Source: an optimization exercise on an open RTL-to-GDS flow (aim: small area and a short achievable clock period). Production flows keep margins and buffers that such runs may drop.
At most, simulation tests tie the RTL to the original design; equivalence was not proved.
No activity file was given, so power comes from the tool's default toggle rates.

## main
==> flow/design.v (excerpt) <==
module pool2x2_stream #(
    parameter int DATA_W   = 16,
    parameter int MAX_COLS = 256,
    parameter int DIM_W    = 9
) (
    input  logic                     pclk,
    input  logic                     rst,
    input  logic [DIM_W-1:0]         cfg_cols,
    input  logic [DIM_W-1:0]         cfg_rows,
    input  logic                     cfg_avg,
    input  logic                     in_valid,
    input  logic                     in_sof,
    input  logic signed [DATA_W-1:0] in_data,
    output logic                     out_valid,
    output logic signed [DATA_W-1:0] out_data,
    output logic                     out_eol,
    output logic                     out_eof,
    output logic                     cfg_err
);
export LEC_CHECK = 0
export CAP_MARGIN = 20
export CORE_MARGIN = 2
export CORE_UTILIZATION = 55
export CTS_CLUSTER_DIAMETER = 100
export CTS_CLUSTER_SIZE = 28
export PLACE_DENSITY_LB_ADDON = 0.2
export SETUP_SLACK_MARGIN = 2.9
export SLEW_MARGIN = 20
export SYNTH_HIERARCHICAL = 1
export SYNTH_MINIMUM_KEEP_SIZE = 0
create_clock -name core_clock -period 5.3 [get_ports {pclk}]
run.sh (not shown) runs the stock make flow with config.mk's settings and CLKGATE_MAP_FILE= SYNTH_SCRIPT=/design/flow/synth_recipe.tcl, a recipe that flattens the netlist after the stock synthesis.
Input changes introduced in the feature branch (baseline for comparison: main):
diff --git a/flow/design.v b/flow/design.v
--- a/flow/design.v
+++ b/flow/design.v
@@ -32,50 +32,42 @@
     logic signed [DATA_W:0]   b_q;                
     logic signed [DATA_W:0]   sr [DEPTH];
     logic signed [DATA_W:0]   so [5];             
     localparam logic [76:0] TAP = {7'd127, 7'd63, 7'd47, 7'd31, 7'd15, 7'd11, 7'd7,
                                    7'd3, 7'd2, 7'd1, 7'd0};
     logic [3:0]               sel1;
     logic [6:0]               sel2;
     logic [9:0]               sel3;
     logic [10:0]              sel4;
-    logic                     sof, acc, cfg_legal, shift_arm;
-    logic [3:0]               shift;              
+    logic                     sof, acc, cfg_legal, shift;
     logic [6:0]               len;
     logic signed [DATA_W+1:0] inx, t_new;
     logic signed [DATA_W:0]   h, b_new;
     logic signed [DATA_W-1:0] o;
     logic signed [DATA_W-1:0] t16, b16;
     logic signed [DATA_W+1:0] r_sum, t_sum;
     logic [1:0]               r_gt, t_gt;            
-    logic [DATA_W+1:0]        t_off, b_off, x_off;
-    assign t_off = t_q + (DATA_W+2)'(7 << (DATA_W-1));
-    assign b_off = (DATA_W+2)'(b_q) + (DATA_W+2)'(7 << (DATA_W-1));
-    assign x_off = {2'b00, ~in_data[DATA_W-1], in_data[DATA_W-2:0]};
-    pool2x2_stream_addr #(.W(DATA_W+2)) add_r (.a(t_off), .b(x_off), .s(r_sum));
-    pool2x2_stream_addr #(.W(DATA_W+2)) add_t (.a(b_off), .b(x_off), .s(t_sum));
+    pool2x2_stream_addr #(.W(DATA_W+2)) add_r (.a(t_q), .b(inx), .s(r_sum));
+    pool2x2_stream_addr #(.W(DATA_W+2)) add_t (.a((DATA_W+2)'(b_q)), .b(inx), .s(t_sum));
     pool2x2_stream_gtr  #(.W(DATA_W), .N(2)) gt_r (.a(DATA_W'(t_q)), .b(in_data), .gt(r_gt));
     pool2x2_stream_gtr  #(.W(DATA_W), .N(2)) gt_t (.a(DATA_W'(b_q)), .b(in_data), .gt(t_gt));
     pool2x2_stream_selr #(.W(DATA_W))  sel_r (.avg(avg_q), .w0(!r_odd_q), .sum(r_sum), .gt(r_gt),
                                               .a(DATA_W'(t_q)), .x(in_data), .so(so[4]), .h(h),
                                               .o(o), .bn(b_new));
     pool2x2_stream_selt #(.W(DATA_W))  sel_t (.avg(avg_q), .use_x(in_sof || !r_odd_q), .sum(t_sum),
                                               .gt(t_gt), .a(DATA_W'(b_q)), .x(in_data), .y(t_new));
-    for (genvar q = 0; q < 4; q++) begin : shq
-        pool2x2_stream_shen sh (.v(in_valid), .s(in_sof), .arm(shift_arm), .en(shift[q]));
-    end
     assign cfg_legal = (|cfg_cols[DIM_W-1:1]) && (|cfg_rows[DIM_W-1:1]) &&
                        ({1'b0, cfg_cols} <= MAX_COLS_W);
     always_comb begin
         sof   = in_valid && in_sof;
         len   = 7'((cfg_cols >> 1) - DIM_W'(1));
         acc   = in_valid && !in_sof;
-        shift_arm = r_odd_q ? (!c_odd_q && !c_last_q) : c_odd_q;
+        shift = acc && (r_odd_q ? (!c_odd_q && !c_last_q) : c_odd_q);
         inx   = (DATA_W+2)'(in_data);
         t16   = DATA_W'(t_q);
         b16   = DATA_W'(b_q);
         sel1 = dg0_q;
         sel2 = {dg1_q[3:1], sel1 & {4{dg1_q[0]}}};
         sel3 = {dg2_q[3:1], sel2 & {7{dg2_q[0]}}};
         sel4 = {dg3_q, sel3 & {10{!dg3_q}}};
         so[0] = sr[0];
         so[1] = '0;
@@ -152,23 +144,21 @@
         out_eof_q <= c_eol_q && r_eof_q;
         if (sof || (in_valid && !c_odd_q)) begin
             t_q <= t_new;
         end
         if (acc && c_odd_q && (r_odd_q || c1_q)) begin
             b_q <= b_new;
         end
     end
     always_ff @(posedge pclk) begin
-        if (shift[0]) begin
+        if (shift) begin
             sr[0] <= h;
-        end
-        for (int k = 1; k < DEPTH; k++) begin
-            if (shift[k / (DEPTH / 4)]) begin
+            for (int k = 1; k < DEPTH; k++) begin
                 sr[k] <= (k == 1 || k == 4 || k == 16 || k == 64) ? so[k == 1 ? 0 : k == 4 ? 1 : k == 16 ? 2 : 3]
                                                                   : sr[k-1];
             end
         end
     end
     assign out_valid = out_vld_q;
     assign out_data  = out_dat_q;
     assign out_eol   = out_eol_q;
     assign out_eof   = out_eof_q;
@@ -333,17 +323,9 @@
     output logic [W-1:PL] po
 );
     for (genvar i = D; i < W; i++) begin : g_
         assign go[i] = gi[i] | (pi[i] & gi[i-D]);
     end
     for (genvar i = PL; i < W; i++) begin : p_
         assign po[i] = pi[i] & pi[i-D];
     end
 endmodule
-module pool2x2_stream_shen (
-    input  logic v,
-    input  logic s,
-    input  logic arm,
-    output logic en
-);
-    assign en = v & ~s & arm;
-endmodule
==> notes.md <==
Between main and the feature branch, the final clock period utilization by the worst path does not differ in any meaningful way.
In the tables for the feature branch and main, count of nets after finishing reads lower with main.
Going from main to the feature branch, non-filler instance count after layout went up by about 0.6%; static leakage went up by 4.6%; routed wire length went up by about 1%; clock distribution area overhead in the final layout was more or less identical.
Clock slew seen by the registers of the worst setup and hold paths of main is on par with the feature branch.
Power: the feature branch draws more than main
Lower total length of routed met3 wires was reported by main, not the feature branch.
For main, only the layout was checked, not whether the RTL still works.

==> re-timing with driven ports <==
No port has a modelled driver above. Below, the same layouts with a new extraction and two added sets of constraints. Step 1 (the two cells are an assumption about what drives the block):
set clk [get_ports {pclk}]
set_driving_cell -lib_cell sky130_fd_sc_hd__clkbuf_16 $clk
set_driving_cell -lib_cell sky130_fd_sc_hd__buf_2 [delete_from_list [all_inputs] $clk]
Step 2 also shifts input and output timing later by t, the mid clock arrival at the registers, as if the neighbouring blocks saw the same clock. Slacks: ideal / step 1 / step 2; pairs: ideal / step 1.
run	shift t [ns]	slack for setup (ns)	hold WS [ns]
main	0.800	2.852 / 2.820 / 2.092	0.392 / 0.392 / 0.392
the feature branch	0.783	2.851 / 2.892 / 2.109	0.393 / 0.393 / 0.393
After both steps every run listed still meets setup and hold. The setup slack of main, which loses most, moves by -0.032 ns with the drivers and by -0.760 ns with both steps.
